This is an optimization exercise on Yosys and OpenROAD, whose aim is small area, a short achievable clock period and few clock cycles per item, not a production implementation.
RTL that was checked went through simulation tests only; none was proved equivalent to the original.
No activity file was given, so power comes from the tool's default toggle rates.

== T ==
==> flow/design.v <==
package smmba_pkg;
   localparam int GAS_W        = 16;
   localparam int TEMP_W       = 12;
   localparam int HUMIN_W      = 10;
   localparam int HUMID_W      = 7;
   localparam int SLOT_W       = 5;
   localparam int BYTE_W       = 8;
   localparam int POS_W        = 9;
   localparam int ACC_W        = 13;
   localparam int RECENT_DEPTH = 32;
   localparam logic [GAS_W-1:0]         GAS_MIN_RESET   = 16'd5000;
   localparam logic signed [TEMP_W-1:0] TEMP_MIN_RESET  = 12'sd1000;
   localparam logic [HUMID_W-1:0]       HUMID_MIN_RESET = 7'd100;
   localparam logic [7:0] HUMID_RECIP  = 8'd205;
   localparam int         HUMID_SHIFT  = 11;
   localparam int         HUMID_PROD_W = HUMIN_W + 8;
endpackage
module sensor_min_max_block_average (
   input  logic                                clock,
   input  logic                                reset,
   input  logic                                req_valid,
   output logic                                req_ready,
   input  logic [smmba_pkg::SLOT_W-1:0]        req_sample_slot,
   input  logic [smmba_pkg::GAS_W-1:0]         req_gas_ppm,
   input  logic signed [smmba_pkg::TEMP_W-1:0] req_temperature,
   input  logic [smmba_pkg::HUMIN_W-1:0]       req_humidity,
   output logic                                rsp_valid,
   input  logic                                rsp_ready,
   output logic [smmba_pkg::GAS_W-1:0]         rsp_gas_max,
   output logic [smmba_pkg::GAS_W-1:0]         rsp_gas_min,
   output logic signed [smmba_pkg::TEMP_W-1:0] rsp_temp_max,
   output logic signed [smmba_pkg::TEMP_W-1:0] rsp_temp_min,
   output logic [smmba_pkg::HUMID_W-1:0]       rsp_humid_max,
   output logic [smmba_pkg::HUMID_W-1:0]       rsp_humid_min,
   output logic                                rsp_average_valid,
   output logic [smmba_pkg::BYTE_W-1:0]        rsp_average_value,
   output logic [smmba_pkg::POS_W-1:0]         rsp_history_position
);
   localparam int SLOT_W = smmba_pkg::SLOT_W;
   localparam int BYTE_W = smmba_pkg::BYTE_W;
   localparam int ACC_W  = smmba_pkg::ACC_W;
   function automatic logic [5:0] div5_hi(input logic [4:0] g);
      begin
         case (g)
         5'd0: div5_hi = 6'd0;
         5'd1: div5_hi = 6'd1;
         5'd2: div5_hi = 6'd2;
         5'd3: div5_hi = 6'd3;
         5'd4: div5_hi = 6'd4;
         5'd5: div5_hi = 6'd8;
         5'd6: div5_hi = 6'd9;
         5'd7: div5_hi = 6'd10;
         5'd8: div5_hi = 6'd11;
         5'd9: div5_hi = 6'd12;
         5'd10: div5_hi = 6'd16;
         5'd11: div5_hi = 6'd17;
         5'd12: div5_hi = 6'd18;
         5'd13: div5_hi = 6'd19;
         5'd14: div5_hi = 6'd20;
         5'd15: div5_hi = 6'd24;
         5'd16: div5_hi = 6'd25;
         5'd17: div5_hi = 6'd26;
         5'd18: div5_hi = 6'd27;
         5'd19: div5_hi = 6'd28;
         5'd20: div5_hi = 6'd32;
         5'd21: div5_hi = 6'd33;
         5'd22: div5_hi = 6'd34;
         5'd23: div5_hi = 6'd35;
         5'd24: div5_hi = 6'd36;
         5'd25: div5_hi = 6'd40;
         5'd26: div5_hi = 6'd41;
         5'd27: div5_hi = 6'd42;
         5'd28: div5_hi = 6'd43;
         5'd29: div5_hi = 6'd44;
         5'd30: div5_hi = 6'd48;
         5'd31: div5_hi = 6'd49;
         default: div5_hi = 6'bxxxxxx;
         endcase
      end
   endfunction
   function automatic logic [3:0] div5_lo(input logic [2:0] r, input logic [3:0] g);
      begin
         case ({r, g})
         7'd0: div5_lo = 4'd0;
         7'd1: div5_lo = 4'd0;
         7'd2: div5_lo = 4'd0;
         7'd3: div5_lo = 4'd0;
         7'd4: div5_lo = 4'd0;
         7'd5: div5_lo = 4'd1;
         7'd6: div5_lo = 4'd1;
         7'd7: div5_lo = 4'd1;
         7'd8: div5_lo = 4'd1;
         7'd9: div5_lo = 4'd1;
         7'd10: div5_lo = 4'd2;
         7'd11: div5_lo = 4'd2;
         7'd12: div5_lo = 4'd2;
         7'd13: div5_lo = 4'd2;
         7'd14: div5_lo = 4'd2;
         7'd15: div5_lo = 4'd3;
         7'd16: div5_lo = 4'd3;
         7'd17: div5_lo = 4'd3;
         7'd18: div5_lo = 4'd3;
         7'd19: div5_lo = 4'd3;
         7'd20: div5_lo = 4'd4;
         7'd21: div5_lo = 4'd4;
         7'd22: div5_lo = 4'd4;
         7'd23: div5_lo = 4'd4;
         7'd24: div5_lo = 4'd4;
         7'd25: div5_lo = 4'd5;
         7'd26: div5_lo = 4'd5;
         7'd27: div5_lo = 4'd5;
         7'd28: div5_lo = 4'd5;
         7'd29: div5_lo = 4'd5;
         7'd30: div5_lo = 4'd6;
         7'd31: div5_lo = 4'd6;
         7'd32: div5_lo = 4'd6;
         7'd33: div5_lo = 4'd6;
         7'd34: div5_lo = 4'd6;
         7'd35: div5_lo = 4'd7;
         7'd36: div5_lo = 4'd7;
         7'd37: div5_lo = 4'd7;
         7'd38: div5_lo = 4'd7;
         7'd39: div5_lo = 4'd7;
         7'd40: div5_lo = 4'd8;
         7'd41: div5_lo = 4'd8;
         7'd42: div5_lo = 4'd8;
         7'd43: div5_lo = 4'd8;
         7'd44: div5_lo = 4'd8;
         7'd45: div5_lo = 4'd9;
         7'd46: div5_lo = 4'd9;
         7'd47: div5_lo = 4'd9;
         7'd48: div5_lo = 4'd9;
         7'd49: div5_lo = 4'd9;
         7'd50: div5_lo = 4'd10;
         7'd51: div5_lo = 4'd10;
         7'd52: div5_lo = 4'd10;
         7'd53: div5_lo = 4'd10;
         7'd54: div5_lo = 4'd10;
         7'd55: div5_lo = 4'd11;
         7'd56: div5_lo = 4'd11;
         7'd57: div5_lo = 4'd11;
         7'd58: div5_lo = 4'd11;
         7'd59: div5_lo = 4'd11;
         7'd60: div5_lo = 4'd12;
         7'd61: div5_lo = 4'd12;
         7'd62: div5_lo = 4'd12;
         7'd63: div5_lo = 4'd12;
         7'd64: div5_lo = 4'd12;
         7'd65: div5_lo = 4'd13;
         7'd66: div5_lo = 4'd13;
         7'd67: div5_lo = 4'd13;
         7'd68: div5_lo = 4'd13;
         7'd69: div5_lo = 4'd13;
         7'd70: div5_lo = 4'd14;
         7'd71: div5_lo = 4'd14;
         7'd72: div5_lo = 4'd14;
         7'd73: div5_lo = 4'd14;
         7'd74: div5_lo = 4'd14;
         7'd75: div5_lo = 4'd15;
         7'd76: div5_lo = 4'd15;
         7'd77: div5_lo = 4'd15;
         7'd78: div5_lo = 4'd15;
         7'd79: div5_lo = 4'd15;
         default: div5_lo = 4'bxxxx;
         endcase
      end
   endfunction
   function automatic logic [2*smmba_pkg::ACC_W-1:0] csa(input logic [smmba_pkg::ACC_W-1:0] a,
                                                          input logic [smmba_pkg::ACC_W-1:0] b,
                                                          input logic [smmba_pkg::ACC_W-1:0] c,
                                                          input logic                       cin);
      logic [smmba_pkg::ACC_W-1:0] sm;
      logic [smmba_pkg::ACC_W-1:0] cy;
      begin
         sm  = a ^ b ^ c;
         cy  = (a & b) | (a & c) | (b & c);
         csa = {sm, cy[smmba_pkg::ACC_W-2:0], cin};
      end
   endfunction
   function automatic logic [smmba_pkg::ACC_W-1:0] ks_add(input logic [smmba_pkg::ACC_W-1:0] a,
                                                          input logic [smmba_pkg::ACC_W-1:0] b);
      logic [smmba_pkg::ACC_W-1:0] g;
      logic [smmba_pkg::ACC_W-1:0] p;
      logic [smmba_pkg::ACC_W-1:0] gn;
      logic [smmba_pkg::ACC_W-1:0] pn;
      begin
         g = a & b;
         p = a ^ b;
         for (int d = 1; d < smmba_pkg::ACC_W; d = d * 2) begin
            gn = g;
            pn = p;
            for (int i = d; i < smmba_pkg::ACC_W; i++) begin
               gn[i] = g[i] | (p[i] & g[i-d]);
               pn[i] = p[i] & p[i-d];
            end
            g = gn;
            p = pn;
         end
         ks_add = (a ^ b) ^ {g[smmba_pkg::ACC_W-2:0], 1'b0};
      end
   endfunction
   logic                                 out_valid;
   logic [smmba_pkg::GAS_W-1:0]          max_gas, min_gas;
   logic signed [smmba_pkg::TEMP_W-1:0]  max_temp, min_temp;
   logic [smmba_pkg::HUMID_W-1:0]        max_humid, min_humid;
   logic [BYTE_W-1:0]                    recent [smmba_pkg::RECENT_DEPTH];
   logic [ACC_W-1:0]                     rest_add;
   logic [BYTE_W-1:0]                    rest_sub;
   logic [BYTE_W-1:0]                    avg_value;
   logic                                 avg_valid;
   logic [smmba_pkg::POS_W-1:0]          position;
   logic                                 take;
   logic                                 slot_zero;
   logic [5:0]                           pct_hi;
   logic [3:0]                           pct_lo;
   logic [smmba_pkg::HUMID_W-1:0]        humid_pct;
   logic [BYTE_W-1:0]                    new_byte;
   logic [BYTE_W-1:0]                    old_byte;
   logic [BYTE_W-1:0]                    wr_byte;
   logic [ACC_W-1:0]                     block_sum;
   logic [2*ACC_W-1:0]                   block_cs;
   logic [smmba_pkg::HUMIN_W:0]          humid_above;
   logic [smmba_pkg::HUMIN_W:0]          humid_below;
   assign req_ready = !out_valid || rsp_ready;
   assign take      = req_valid && req_ready;
   assign pct_hi    = div5_hi(req_humidity[9:5]);
   assign pct_lo    = div5_lo(pct_hi[2:0], req_humidity[4:1]);
   assign humid_pct = {pct_hi[5:3], pct_lo};
   assign slot_zero = (req_sample_slot == '0);
   assign new_byte  = req_gas_ppm[BYTE_W+SLOT_W-1:SLOT_W];
   assign old_byte  = recent[req_sample_slot];
   assign humid_above = {max_humid, 3'b000} + {2'b00, max_humid, 1'b0} + 11'd10;
   assign humid_below = {min_humid, 3'b000} + {2'b00, min_humid, 1'b0};
   assign block_cs  = csa(rest_add, ~(ACC_W'(rest_sub)), ACC_W'(new_byte), 1'b1);
   assign block_sum = ks_add(block_cs[2*ACC_W-1:ACC_W], block_cs[ACC_W-1:0]);
   always_ff @(posedge clock) begin
      if (reset) begin
         out_valid <= 1'b0;
      end else if (take) begin
         out_valid <= 1'b1;
      end else if (rsp_ready) begin
         out_valid <= 1'b0;
      end
   end
   always_ff @(posedge clock) begin
      if (reset) begin
         max_gas   <= '0;
         min_gas   <= smmba_pkg::GAS_MIN_RESET;
         max_temp  <= '0;
         min_temp  <= smmba_pkg::TEMP_MIN_RESET;
         max_humid <= '0;
         min_humid <= smmba_pkg::HUMID_MIN_RESET;
         avg_valid <= 1'b0;
         avg_value <= '0;
         position  <= '1;
      end else if (take) begin
         if (req_gas_ppm > max_gas)       max_gas   <= req_gas_ppm;
         if (req_gas_ppm < min_gas)       min_gas   <= req_gas_ppm;
         if (req_temperature > max_temp)  max_temp  <= req_temperature;
         if (req_temperature < min_temp)  min_temp  <= req_temperature;
         if (11'(req_humidity) >= humid_above) max_humid <= humid_pct;
         if (11'(req_humidity) < humid_below)  min_humid <= humid_pct;
         avg_valid <= slot_zero;
         avg_value <= slot_zero ? block_sum[ACC_W-1:SLOT_W] : '0;
         if (slot_zero) position <= position + 1'b1;
      end
   end
   always_ff @(posedge clock) begin
      if (reset) begin
         rest_add <= '0;
         rest_sub <= '0;
      end else if (take && !slot_zero) begin
         rest_add <= block_sum;
         rest_sub <= old_byte;
      end
   end
   assign wr_byte = new_byte & {BYTE_W{!reset}};
   always_ff @(posedge clock) begin
      for (int i = 0; i < smmba_pkg::RECENT_DEPTH; i++) begin
         if (reset || (take && req_sample_slot == SLOT_W'(i))) begin
            recent[i] <= wr_byte;
         end
      end
   end
   assign rsp_valid            = out_valid;
   assign rsp_gas_max          = max_gas;
   assign rsp_gas_min          = min_gas;
   assign rsp_temp_max         = max_temp;
   assign rsp_temp_min         = min_temp;
   assign rsp_humid_max        = max_humid;
   assign rsp_humid_min        = min_humid;
   assign rsp_average_valid    = avg_valid;
   assign rsp_average_value    = avg_value;
   assign rsp_history_position = avg_valid ? position : '0;
endmodule
make LEC_CHECK=0 CAP_MARGIN=20 CORE_MARGIN=2 CORE_UTILIZATION=40 SETUP_SLACK_MARGIN=4.0 SLEW_MARGIN=20 finish   # period 7.0 ns
run.sh (not shown) runs the stock make flow with config.mk's settings and CLKGATE_MAP_FILE= SYNTH_SCRIPT=/design/flow/synth_recipe.tcl, a recipe that flattens the netlist after the stock synthesis.
The inputs of S differ from those of T as listed below.
--- a/flow/design.v
+++ b/flow/design.v
@@ -202,24 +202,28 @@
    logic                                 out_valid;
    logic [smmba_pkg::GAS_W-1:0]          max_gas, min_gas;
    logic signed [smmba_pkg::TEMP_W-1:0]  max_temp, min_temp;
    logic [smmba_pkg::HUMID_W-1:0]        max_humid, min_humid;
    logic [BYTE_W-1:0]                    recent [smmba_pkg::RECENT_DEPTH];
-   logic [ACC_W-1:0]                     rest_add;
-   logic [BYTE_W-1:0]                    rest_sub;
+   logic [ACC_W-1:0]                     rest_sum;
+   logic [BYTE_W-1:0]                    pend_new, pend_old;
+   logic                                 pend_valid;
    logic [BYTE_W-1:0]                    avg_value;
    logic                                 avg_valid;
    logic [smmba_pkg::POS_W-1:0]          position;
    logic                                 take;
    logic                                 slot_zero;
    logic [5:0]                           pct_hi;
    logic [3:0]                           pct_lo;
    logic [smmba_pkg::HUMID_W-1:0]        humid_pct;
    logic [BYTE_W-1:0]                    new_byte;
    logic [BYTE_W-1:0]                    old_byte;
-   logic [BYTE_W-1:0]                    wr_byte;
+   logic [ACC_W-1:0]                     rest_sum_in;
    logic [ACC_W-1:0]                     block_sum;
+   logic [ACC_W-1:0]                     pend_add;
+   logic [ACC_W-1:0]                     pend_sub;
+   logic [2*ACC_W-1:0]                   rest_cs;
    logic [2*ACC_W-1:0]                   block_cs;
    logic [smmba_pkg::HUMIN_W:0]          humid_above;
    logic [smmba_pkg::HUMIN_W:0]          humid_below;
    assign req_ready = !out_valid || rsp_ready;
    assign take      = req_valid && req_ready;
@@ -229,12 +233,16 @@
    assign slot_zero = (req_sample_slot == '0);
    assign new_byte  = req_gas_ppm[BYTE_W+SLOT_W-1:SLOT_W];
    assign old_byte  = recent[req_sample_slot];
    assign humid_above = {max_humid, 3'b000} + {2'b00, max_humid, 1'b0} + 11'd10;
    assign humid_below = {min_humid, 3'b000} + {2'b00, min_humid, 1'b0};
-   assign block_cs  = csa(rest_add, ~(ACC_W'(rest_sub)), ACC_W'(new_byte), 1'b1);
-   assign block_sum = ks_add(block_cs[2*ACC_W-1:ACC_W], block_cs[ACC_W-1:0]);
+   assign pend_add    = ACC_W'(pend_new & {BYTE_W{pend_valid}});
+   assign pend_sub    = ~(ACC_W'(pend_old & {BYTE_W{pend_valid}}));
+   assign rest_cs     = csa(rest_sum, pend_add, pend_sub, 1'b1);
+   assign block_cs    = csa(rest_cs[2*ACC_W-1:ACC_W], rest_cs[ACC_W-1:0], ACC_W'(new_byte), 1'b0);
+   assign rest_sum_in = ks_add(rest_cs[2*ACC_W-1:ACC_W], rest_cs[ACC_W-1:0]);
+   assign block_sum   = ks_add(block_cs[2*ACC_W-1:ACC_W], block_cs[ACC_W-1:0]);
    always_ff @(posedge clock) begin
       if (reset) begin
          out_valid <= 1'b0;
       end else if (take) begin
          out_valid <= 1'b1;
@@ -265,22 +273,27 @@
          if (slot_zero) position <= position + 1'b1;
       end
    end
    always_ff @(posedge clock) begin
       if (reset) begin
-         rest_add <= '0;
-         rest_sub <= '0;
-      end else if (take && !slot_zero) begin
-         rest_add <= block_sum;
-         rest_sub <= old_byte;
+         rest_sum   <= '0;
+         pend_valid <= 1'b0;
+      end else begin
+         rest_sum   <= rest_sum_in;
+         pend_valid <= take && !slot_zero;
       end
    end
-   assign wr_byte = new_byte & {BYTE_W{!reset}};
+   always_ff @(posedge clock) begin
+      pend_new <= new_byte;
+      pend_old <= old_byte;
+   end
    always_ff @(posedge clock) begin
       for (int i = 0; i < smmba_pkg::RECENT_DEPTH; i++) begin
-         if (reset || (take && req_sample_slot == SLOT_W'(i))) begin
-            recent[i] <= wr_byte;
+         if (reset) begin
+            recent[i] <= '0;
+         end else if (take && req_sample_slot == SLOT_W'(i)) begin
+            recent[i] <= new_byte;
          end
       end
    end
    assign rsp_valid            = out_valid;
    assign rsp_gas_max          = max_gas;
==> run notes <==
Taking T over S, the net count of the mapped netlist ratio works out to 0.67.
When S is measured against T, its number of global-route vias before repair turns out 35% higher.
In the reports for T and S, the larger cell count after synthesis belongs to S.
From T to S the numbers moved as follows: sequential cell area share now sits lower, first-pass GRT wire length rose about 30%, clock-buffer cell count now sits higher, critical path depth went down 8.
Taking T as the reference, in S placement-stage cell area picked up an extra about 7.5%; post-synthesis register bit count picked up an extra 17.
The highest-power group comes out registers in one run and clock in the other, namely in T and S respectively.
[S vs T] worst-case setup margin in the final layout: higher in S
Per-cell via count in the routed design on S is up relative to T.
Testbench counts of S, summed over its fixed seeds: cycles 16,392, items 16,384.
For T, only the layout was checked, not whether the RTL still works.

-- separate check: timing with driven ports --
The results above use ideal ports. As a check the final layouts listed here were re-extracted and re-timed, cells and wires unchanged. Step 1: set_driving_cell puts a clkbuf_16 on clock and a buf_2 on each other input, an assumption about the parent block. Step 2 moves the port delays by t, midway between the first and last clock arrival at a register: inputs arrive t later, outputs are due t later. That takes back most of the time a late clock gives input paths. Slacks: ideal ports / drivers / drivers and shift; pairs: ideal ports / drivers.
| run | t (ns) | setup slack, ns | worst setup path at the end | slew at the worst register clock pin (ns) | cell pins on the clock port's net |
|---|---|---|---|---|---|
| T | 0.605 | 3.533 / 3.512 / 2.906 | input to register | 0.06 / 0.06 | 1 |
| S | 0.637 | 3.862 / 3.831 / 3.301 | input to register | 0.06 / 0.06 | 1 |
After both steps every run listed still meets setup and hold. For T, which loses most, drivers alone change the setup slack by -0.021 ns; drivers and shift together by -0.627 ns.
